What follows belongs to an exercise in optimizing a design on an open flow for small area; a production flow would make more cautious choices.
The RTL was checked by simulation tests, not by an equivalence proof against the original design.
Power is estimated from default activity; no workload was simulated.

## flow/config.mk

```make
export PLATFORM = sky130hd
export DESIGN_NAME = operand_fetch_top
export DESIGN_NICKNAME = operand_fetch_top
export VERILOG_FILES = /design/flow/design.v
export SDC_FILE = /design/flow/constraint.sdc
export NUM_CORES = 4
export LEC_CHECK = 0
export CAP_MARGIN = 20
export CELL_PAD_IN_SITES_DETAIL_PLACEMENT = 1
export CELL_PAD_IN_SITES_GLOBAL_PLACEMENT = 2
export CORE_MARGIN = 2
export CORE_UTILIZATION = 30
export PLACE_DENSITY = 0.4
export SLEW_MARGIN = 20
```

## flow/constraint.sdc

```tcl
create_clock -name core_clock -period 5.0 [get_ports {clk}]
set_input_delay 1.0000 -clock core_clock [delete_from_list [all_inputs] [get_ports {clk}]]
set_output_delay 1.0000 -clock core_clock [all_outputs]
set_load 0.01 [all_outputs]
```

## flow/design.v

```verilog
package opf_pkg;
  typedef logic [32-1:0]        word_t;
  typedef logic [31:0]                   inst_t;
  typedef logic [$clog2(32)-1:0]  reg_index_t;
  typedef logic [10-1:0]     spr_num_t;
  typedef logic [6-1:0]    opcode_t;
  typedef logic [10-1:0]      xo_t;
  typedef logic [16-1:0]     imm_t;
  function automatic logic [6-1:0] get_opcode(input logic [31:0] inst);
    get_opcode = inst[31:26];
  endfunction
  function automatic logic [$clog2(32)-1:0] get_rt(input logic [31:0] inst);
    get_rt = inst[25:21];
  endfunction
  function automatic logic [$clog2(32)-1:0] get_ra(input logic [31:0] inst);
    get_ra = inst[20:16];
  endfunction
  function automatic logic [$clog2(32)-1:0] get_rb(input logic [31:0] inst);
    get_rb = inst[15:11];
  endfunction
  function automatic logic [16-1:0] get_imm(input logic [31:0] inst);
    get_imm = inst[15:0];
  endfunction
  function automatic logic [10-1:0] get_xo(input logic [31:0] inst);
    get_xo = inst[10:1];
  endfunction
  function automatic logic [10-1:0] get_spr(input logic [31:0] inst);
    get_spr = {inst[15:11], inst[20:16]};
  endfunction
endpackage
`timescale 1ns/10ps
module register_file (
  input  logic                     clk,
  input  logic                     reset,
  input  logic [32-1:0]     sel_a,
  input  logic [32-1:0]     sel_b,
  input  logic [32-1:0]     sel_c,
  output opf_pkg::word_t           gpr_a,
  output opf_pkg::word_t           gpr_b,
  output opf_pkg::word_t           gpr_c,
  output logic [32-1:0]     gpr_v,
  output opf_pkg::word_t           xer_q,
  output opf_pkg::word_t           ctr_q,
  output opf_pkg::word_t           lnk_q,
  output logic                     xer_v,
  output logic                     ctr_v,
  output logic                     lnk_v,
  input  logic                     gpr_we,
  input  opf_pkg::reg_index_t      gpr_waddr,
  input  opf_pkg::word_t           gpr_wdata,
  input  logic                     spr_we,
  input  opf_pkg::spr_num_t        spr_wnum,
  input  opf_pkg::word_t           spr_wdata
);
  opf_pkg::word_t        gpr [32];
  logic [32-1:0]  gpr_wsel;
  logic                  xer_we, ctr_we, lnk_we;
  always_comb begin
    for (int i = 0; i < 32; i++) begin
      gpr_wsel[i] = gpr_we && gpr_waddr == i;
    end
  end
  always_ff @(posedge clk or posedge reset) begin
    if (reset) begin
      gpr_v <= '0;
    end else begin
      gpr_v <= gpr_v | gpr_wsel;
    end
  end
  always_ff @(posedge clk) begin
    for (int i = 0; i < 32; i++) begin
      if (gpr_wsel[i]) begin
        gpr[i] <= gpr_wdata;
      end
    end
  end
  assign xer_we = spr_we && spr_wnum == 10'd1;
  assign ctr_we = spr_we && spr_wnum == 10'd9;
  assign lnk_we = spr_we && spr_wnum == 10'd8;
  always_ff @(posedge clk or posedge reset) begin
    if (reset) begin
      xer_v <= 1'b0;
      ctr_v <= 1'b0;
      lnk_v <= 1'b0;
    end else begin
      xer_v <= xer_v | xer_we;
      ctr_v <= ctr_v | ctr_we;
      lnk_v <= lnk_v | lnk_we;
    end
  end
  always_ff @(posedge clk) begin
    if (xer_we) xer_q <= spr_wdata;
    if (ctr_we) ctr_q <= spr_wdata;
    if (lnk_we) lnk_q <= spr_wdata;
  end
  always_comb begin
    gpr_a = '0;
    gpr_b = '0;
    gpr_c = '0;
    for (int i = 0; i < 32; i++) begin
      gpr_a = gpr_a | ({32{sel_a[i]}} & gpr[i]);
      gpr_b = gpr_b | ({32{sel_b[i]}} & gpr[i]);
      gpr_c = gpr_c | ({32{sel_c[i]}} & gpr[i]);
    end
  end
endmodule
`timescale 1ns/10ps
module immediate_extract (
  input  opf_pkg::inst_t inst,
  output opf_pkg::word_t imm
);
  opf_pkg::opcode_t opcode;
  opf_pkg::imm_t    d;
  logic             sext, shift, zext;
  assign opcode = opf_pkg::get_opcode(inst);
  assign d      = opf_pkg::get_imm(inst);
  always_comb begin
    sext  = 1'b0;
    shift = 1'b0;
    zext  = 1'b0;
    case (opcode)
      6'd14, 6'd12, 6'd8, 6'd11,
      6'd32, 6'd36, 6'd7:
        sext = 1'b1;
      6'd15, 6'd25, 6'd29:
        shift = 1'b1;
      6'd10, 6'd24, 6'd28:
        zext = 1'b1;
      default: ;
    endcase
  end
  assign imm[15:0]  = (sext || zext) ? d : '0;
  assign imm[31:16] = shift ? d : (sext ? {16{d[15]}} : '0);
endmodule
`timescale 1ns/10ps
module operand_fetch (
  input  logic                 clk,
  input  logic                 reset,
  input  logic                 inst_valid,
  input  opf_pkg::inst_t       inst,
  output logic [32-1:0] sel_a,
  output logic [32-1:0] sel_b,
  output logic [32-1:0] sel_c,
  input  opf_pkg::word_t       gpr_a,
  input  opf_pkg::word_t       gpr_b,
  input  opf_pkg::word_t       gpr_c,
  input  logic [32-1:0] gpr_v,
  input  opf_pkg::word_t       xer,
  input  opf_pkg::word_t       ctr,
  input  opf_pkg::word_t       lnk,
  input  logic                 xer_v,
  input  logic                 ctr_v,
  input  logic                 lnk_v,
  output logic                 ops_valid,
  output logic                 op_cin,
  output logic                 op_so,
  output opf_pkg::word_t       op_a,
  output opf_pkg::word_t       op_b,
  output opf_pkg::word_t       op_c
);
  opf_pkg::inst_t   ir;
  logic             ir_valid;
  opf_pkg::opcode_t    opcode;
  opf_pkg::xo_t        xo;
  opf_pkg::reg_index_t ra, rb, rt;
  opf_pkg::spr_num_t   spr;
  logic                is_xo_group;
  logic                xo_subf, xo_neg, xo_adde, xo_addze, xo_addme;
  logic                xo_cmp, xo_cmpl, xo_sraw, xo_mfspr, xo_lwzx;
  logic                ra_zero_form, b_from_gpr;
  logic                xer_rd, ctr_rd, lnk_rd;
  opf_pkg::word_t   imm;
  opf_pkg::word_t   next_a, next_b, next_c;
  logic             next_cin;
  function automatic logic xo_arith(input logic [10-1:0] val,
                                   input logic [10-1:0] code);
    xo_arith = val[10-2:0] == code[10-2:0];
  endfunction
  always_ff @(posedge clk or posedge reset) begin
    if (reset) begin
      ir_valid <= 1'b0;
    end else begin
      ir_valid <= inst_valid;
    end
  end
  always_ff @(posedge clk) begin
    ir <= inst;
  end
  assign opcode      = opf_pkg::get_opcode(ir);
  assign xo          = opf_pkg::get_xo(ir);
  assign ra          = opf_pkg::get_ra(ir);
  assign rb          = opf_pkg::get_rb(ir);
  assign rt          = opf_pkg::get_rt(ir);
  assign spr         = opf_pkg::get_spr(ir);
  assign is_xo_group = opcode == 6'd31;
  assign xo_subf  = is_xo_group && xo_arith(xo, 10'd40);
  assign xo_neg   = is_xo_group && xo_arith(xo, 10'd104);
  assign xo_adde  = is_xo_group && xo_arith(xo, 10'd138);
  assign xo_addze = is_xo_group && xo_arith(xo, 10'd202);
  assign xo_addme = is_xo_group && xo_arith(xo, 10'd234);
  assign xo_cmp   = is_xo_group && xo == 10'd0;
  assign xo_cmpl  = is_xo_group && xo == 10'd32;
  assign xo_sraw  = is_xo_group && (xo == 10'd792 || xo == 10'd824);
  assign xo_mfspr = is_xo_group && xo == 10'd339;
  assign xo_lwzx  = is_xo_group && xo == 10'd23;
  assign ra_zero_form = opcode == 6'd14 || opcode == 6'd15 ||
                        opcode == 6'd32 || opcode == 6'd36 || xo_lwzx;
  immediate_extract u_imm (
    .inst (ir),
    .imm  (imm)
  );
  assign b_from_gpr = !xo_mfspr && !xo_neg && !xo_addze && !xo_addme &&
                      !(opcode == 6'd7 || opcode == 6'd8 ||
                        opcode == 6'd10 || opcode == 6'd11 ||
                        opcode == 6'd12 || opcode == 6'd14 ||
                        opcode == 6'd15 || opcode == 6'd24 ||
                        opcode == 6'd25 || opcode == 6'd28 ||
                        opcode == 6'd29 || opcode == 6'd32 ||
                        opcode == 6'd36);
  always_comb begin
    for (int i = 0; i < 32; i++) begin
      sel_a[i] = gpr_v[i] && ra == i && !(ra_zero_form && i == 0);
      sel_b[i] = gpr_v[i] && rb == i && b_from_gpr;
      sel_c[i] = gpr_v[i] && rt == i && !xo_sraw;
    end
  end
  assign xer_rd = xo_mfspr && spr == 10'd1 && xer_v;
  assign ctr_rd = xo_mfspr && spr == 10'd9 && ctr_v;
  assign lnk_rd = xo_mfspr && spr == 10'd8 && lnk_v;
  assign next_a = gpr_a;
  assign next_b = gpr_b | imm | {32{xo_addme}} |
                  ({32{xer_rd}} & xer) |
                  ({32{ctr_rd}} & ctr) |
                  ({32{lnk_rd}} & lnk);
  assign next_c = gpr_c | {32{xo_sraw && gpr_a[32-1]}};
  always_comb begin
    case (opcode)
      6'd11, 6'd10, 6'd8:
        next_cin = 1'b1;
      6'd31:
        if (xo_subf || xo_cmp || xo_cmpl || xo_neg) begin
          next_cin = 1'b1;
        end else if (xo_adde || xo_addme || xo_addze) begin
          next_cin = xer_v && xer[29];
        end else begin
          next_cin = 1'b0;
        end
      default:
        next_cin = 1'b0;
    endcase
  end
  always_ff @(posedge clk or posedge reset) begin
    if (reset) begin
      ops_valid <= 1'b0;
    end else begin
      ops_valid <= ir_valid;
    end
  end
  always_ff @(posedge clk) begin
    op_a   <= next_a;
    op_b   <= next_b;
    op_c   <= next_c;
    op_cin <= next_cin;
    op_so  <= xer_v && xer[31];
  end
endmodule
`timescale 1ns/10ps
module operand_fetch_top (
  input  logic                clk,
  input  logic                reset,
  input  logic                inst_valid,
  input  opf_pkg::inst_t      inst,
  input  logic                gpr_we,
  input  opf_pkg::reg_index_t gpr_waddr,
  input  opf_pkg::word_t      gpr_wdata,
  input  logic                spr_we,
  input  opf_pkg::spr_num_t   spr_wnum,
  input  opf_pkg::word_t      spr_wdata,
  output logic                ops_valid,
  output logic                op_cin,
  output logic                op_so,
  output opf_pkg::word_t      op_a,
  output opf_pkg::word_t      op_b,
  output opf_pkg::word_t      op_c
);
  logic [32-1:0] sel_a, sel_b, sel_c, gpr_v;
  opf_pkg::word_t       gpr_a, gpr_b, gpr_c;
  opf_pkg::word_t       xer, ctr, lnk;
  logic                 xer_v, ctr_v, lnk_v;
  register_file u_register_file (
    .clk       (clk),
    .reset     (reset),
    .sel_a     (sel_a),
    .sel_b     (sel_b),
    .sel_c     (sel_c),
    .gpr_a     (gpr_a),
    .gpr_b     (gpr_b),
    .gpr_c     (gpr_c),
    .gpr_v     (gpr_v),
    .xer_q     (xer),
    .ctr_q     (ctr),
    .lnk_q     (lnk),
    .xer_v     (xer_v),
    .ctr_v     (ctr_v),
    .lnk_v     (lnk_v),
    .gpr_we    (gpr_we),
    .gpr_waddr (gpr_waddr),
    .gpr_wdata (gpr_wdata),
    .spr_we    (spr_we),
    .spr_wnum  (spr_wnum),
    .spr_wdata (spr_wdata)
  );
  operand_fetch u_operand_fetch (
    .clk        (clk),
    .reset      (reset),
    .inst_valid (inst_valid),
    .inst       (inst),
    .sel_a      (sel_a),
    .sel_b      (sel_b),
    .sel_c      (sel_c),
    .gpr_a      (gpr_a),
    .gpr_b      (gpr_b),
    .gpr_c      (gpr_c),
    .gpr_v      (gpr_v),
    .xer        (xer),
    .ctr        (ctr),
    .lnk        (lnk),
    .xer_v      (xer_v),
    .ctr_v      (ctr_v),
    .lnk_v      (lnk_v),
    .ops_valid  (ops_valid),
    .op_cin     (op_cin),
    .op_so      (op_so),
    .op_a       (op_a),
    .op_b       (op_b),
    .op_c       (op_c)
  );
endmodule
```

## flow/run.sh

```bash
#!/bin/bash
# synth_recipe.tcl (not shown) runs the flow's synth.tcl, then flattens the netlist and writes it again
# the make line also repeats each setting of config.mk as NAME=value (left out here)
make -C /OpenROAD-flow-scripts/flow DESIGN_CONFIG=/design/flow/config.mk WORK_HOME=/design/flow/orfs CLKGATE_MAP_FILE= SYNTH_SCRIPT=/design/flow/synth_recipe.tcl finish
```

==> notes.md <==
DRT antenna net count=0; worst reg-to-reg setup slack=410 ps; CTS Buffer Depth=3; # clock sinks=1,290; final hold vios=0; Yosys cell types=77; CTS tree=yes; row cnt=163; I/O pins=215; Req. time, crit path=5790 ps; fin util=0.375; antenna violations before repair=100; Startpoint Class=flip-flop; Worst Hold End=u_operand_fetch.ops_valid; Crit-path slowest cell=and2_2; Max stage delay on crit path=1160 ps; largest family of logic cells by synthesized area=compound AO/OA/AOI/OAI gates; via density per instance=8.15; maximum vdd ir drop=0.000393 V; Async SR Flop Fraction=0.0287; Max Cap Viol=0; Design Power=27.9 mW; Most common cell on crit path=buf_4; met1 usage=0.630; most frequent cell after synthesis=edfxtp_1; Ys Warns=4; DR iter-0 viols=15,254; die area=0.201 sq mm; RR Startpoint=u_operand_fetch.ir[14]; Synth Instances=4,702; core area=0.197 sq mm; setup slack after layout=412 ps; most common flop cell mapped by yosys=edfxtp_1; Final Slew Violations=0; Root Driver=clkbuf_16; depth of the CTS H-tree=4; Setup-failing EPs final=0; Port Buffers=214; Clock transition at path regs=60 ps; Inst Count DP=7,607; vias in the first global route=57,745; Post-synth EDFFs=1,120; nets@finish=5,248; RSZ-0062 raised after global routing=no; final hold slack=339 ps; top cells by count, synth=edfxtp_1, a22oi_1, clkbuf_1; Hold Crit Class=flip-flop to flip-flop; DRC violations left=0; Worst-Skew Late Latency=890 ps; crit path DAT=5380 ps; grt met3 use=0.267; Post-Synth XOR/XNOR Area=0; GRT Resource Usage Total=0.532; post-synthesis compound-gate area fraction=0.236; CP Class=flip-flop to flip-flop; CP Cell Sequence=buf_4 -> and4_1 -> and2_2 -> buf_4 -> a222oi_1 -> o21ai_0 -> o31a_1 -> a211o_1; CP max FO=19; syn avg cell area=12.6 sq um; adder-cell share of the synthesized area=0.000845; Final Cycle Share=0.918; grt total ovfl=0; Initial Util=0.301; worst hold stages=0; Via Count=65,108; Syn Std Cell Area=0.0593 sq mm; DIE HEIGHT=448 um; total nets after synthesis=4,822; post-synth top area cell=edfxtp_1; PD cells=378 mW/mm^2; min Tclk post-route=4590 ps; largest net degree at the start of global routing=45; flops & latches, synth=1,290; fill cell count=20,462; Worst-Margin Slew=1360 ps; layout cell share with drive strength beyond 1=0.181; Peak Freq=0.218 GHz; post-synthesis simple-gate area fraction=0.107; worst-case reg-to-reg path depth=8; global-route met2 utilization=0.704; first-pass GRT wire length=678 mm; status=no timing/DRC/antenna violations; Final Non-Filler Cells=7,989; placed instance area=0.0684 sq mm; largest cells by area after synthesis=edfxtp_1, a22oi_1, dfxtp_1; Largest Register=u_register_file.gpr; startpoint of the worst hold path=u_operand_fetch.ir_valid; area grow syn2layout=24.5%; Setup TNS Final=0 ps; DP HPWL=359 mm; total leakage power=24.0 nW; pre-CTS setup slack=757 ps; # hold bufs at CTS=0; router iterations before antenna repair=11; WL/cell=68.6 um; post-synthesis mux area share=0.000190; Worst setup EP type=flip-flop; final design area excluding fillers=0.0738 sq mm; sequential share of the synthesized area=0.628; post-synth top area share=0.568; final wirelength=548 mm; clock skew=45.4 ps; grt peak-use layer=met2; Rel. slew slack=0.0915; DIE WIDTH=448 um; Critical R2R Capture=u_operand_fetch.op_b[30]; post-CTS setup buffer count=0; clock buffer count from CTS=155; Gates resized, CTS repair=0; Largest register FFs=1,024; routability cong.=1.05
-- metal layers --
layer | vias up | share of wire
li1 | 20860 | -
met1 | 33183 | 0.35
met2 | 8170 | 0.38
met3 | 2851 | 0.15
met4 | 44 | 0.11
met5 | - | 0.00094
-- worst max path at each step --
stage / from / end / slack (ps)
after global placement: u_operand_fetch.ir[11] / u_operand_fetch.op_b[2] / 270
after global routing: u_operand_fetch.ir[4] / u_operand_fetch.op_c[14] / 710
after CTS: u_operand_fetch.ir[14] / u_operand_fetch.op_b[5] / 740
after detailed placement: u_operand_fetch.ir[14] / u_operand_fetch.op_b[5] / 760
after floorplan: spr_wnum[4] / u_register_file.lnk_q[0] / 1520
final: u_operand_fetch.ir[14] / u_operand_fetch.op_b[30] / 410
-- area by class of cell --
| type | count | area [sq um] | share of cell area |
|---|---|---|---|
| multi-input combinational | 2984 | 21300 | 0.289 |
| timing repair buffer | 684 | 6420 | 0.0871 |
| inverter | 13 | 48.8 | 0.000661 |
| antenna | 89 | 223 | 0.00302 |
| clock buffer | 222 | 4420 | 0.0599 |
| clock inverter | 67 | 774 | 0.0105 |
| sequential | 1290 | 37200 | 0.505 |
| tap | 2640 | 3300 | 0.0448 |
-- kinds of logic after synthesis --
logic type,count (synthesis)
buffers and inverters,428
adder cells (fa/ha/maj),4
AND/OR/NAND/NOR,1158
AO/OA/AOI/OAI,1821
multiplexers,1
flip-flops,1290
-- critical path: cells and delay by family, from the launching register on --
family | cells | cell delay (ps)
AOI/OAI and AO/OA | 4 | 1000
and+or+nand+nor | 2 | 1780
buffers and inverters | 2 | 930
DFF | 1 | 740
-- power breakdown --
group	total [mW]	internal, mW	leakage [nW]	switching [mW]
Combinational	3.32	0.940	9.82	2.38
Clock	12.0	6.94	2.52	5.09
Sequential	12.5	12.0	11.6	0.520
Total	27.9	19.9	24.0	7.99
-- cells in the final DEF (no fill, tap or decap), types with 18 or more instances in the layout --
master,instances
a32oi_1,30
dfxtp_1,125
and3_1,42
a31oi_1,26
and4_1,34
nand2_1,279
a22o_1,170
a21oi_1,140
a221oi_1,184
nand4_1,144
clkbuf_16,163
edfxtp_1,1120
buf_12,66
nand3b_1,29
o22ai_1,25
diode_2,89
a2111oi_0,19
a221o_1,35
nor2_4,38
and3_2,39
dfrtp_1,35
clkbuf_1,47
and2_1,23
nand3_1,189
buf_4,397
nor3_1,31
a222oi_1,108
nor4_1,33
clkdlybuf4s50_1,193
buf_2,24
nor2_1,74
a211oi_1,31
or2_2,37
o21ai_0,92
a22oi_1,817
clkinv_2,18

-- port drivers added, routing unchanged --
Ports are ideal in the flow. The routed layout listed here was re-timed in OpenROAD. Step 1, drivers: a clkbuf_16 drives clk and a buf_2 each remaining input, both assumed. Step 2 adds t to the input delays and takes it off the output delays; t is the mean of the earliest and latest rising clock arrival at the registers after step 1. Input paths then give back, and output paths get back, about the clock's delay inside the block. a / b / c = ideal ports / drivers / drivers and shift; a / b = the first two.
shift t [ns]: 0.969
setup slack, ns: 0.412 / 0.412 / 0.412
clock arrival spread, ns: 0.048 / 0.048
worst register clock-pin slew, ns: 0.08 / 0.08
After both steps setup and hold are still met in this run. The setup slack of this run moves by 0.000 ns with the drivers and by 0.000 ns with both steps.
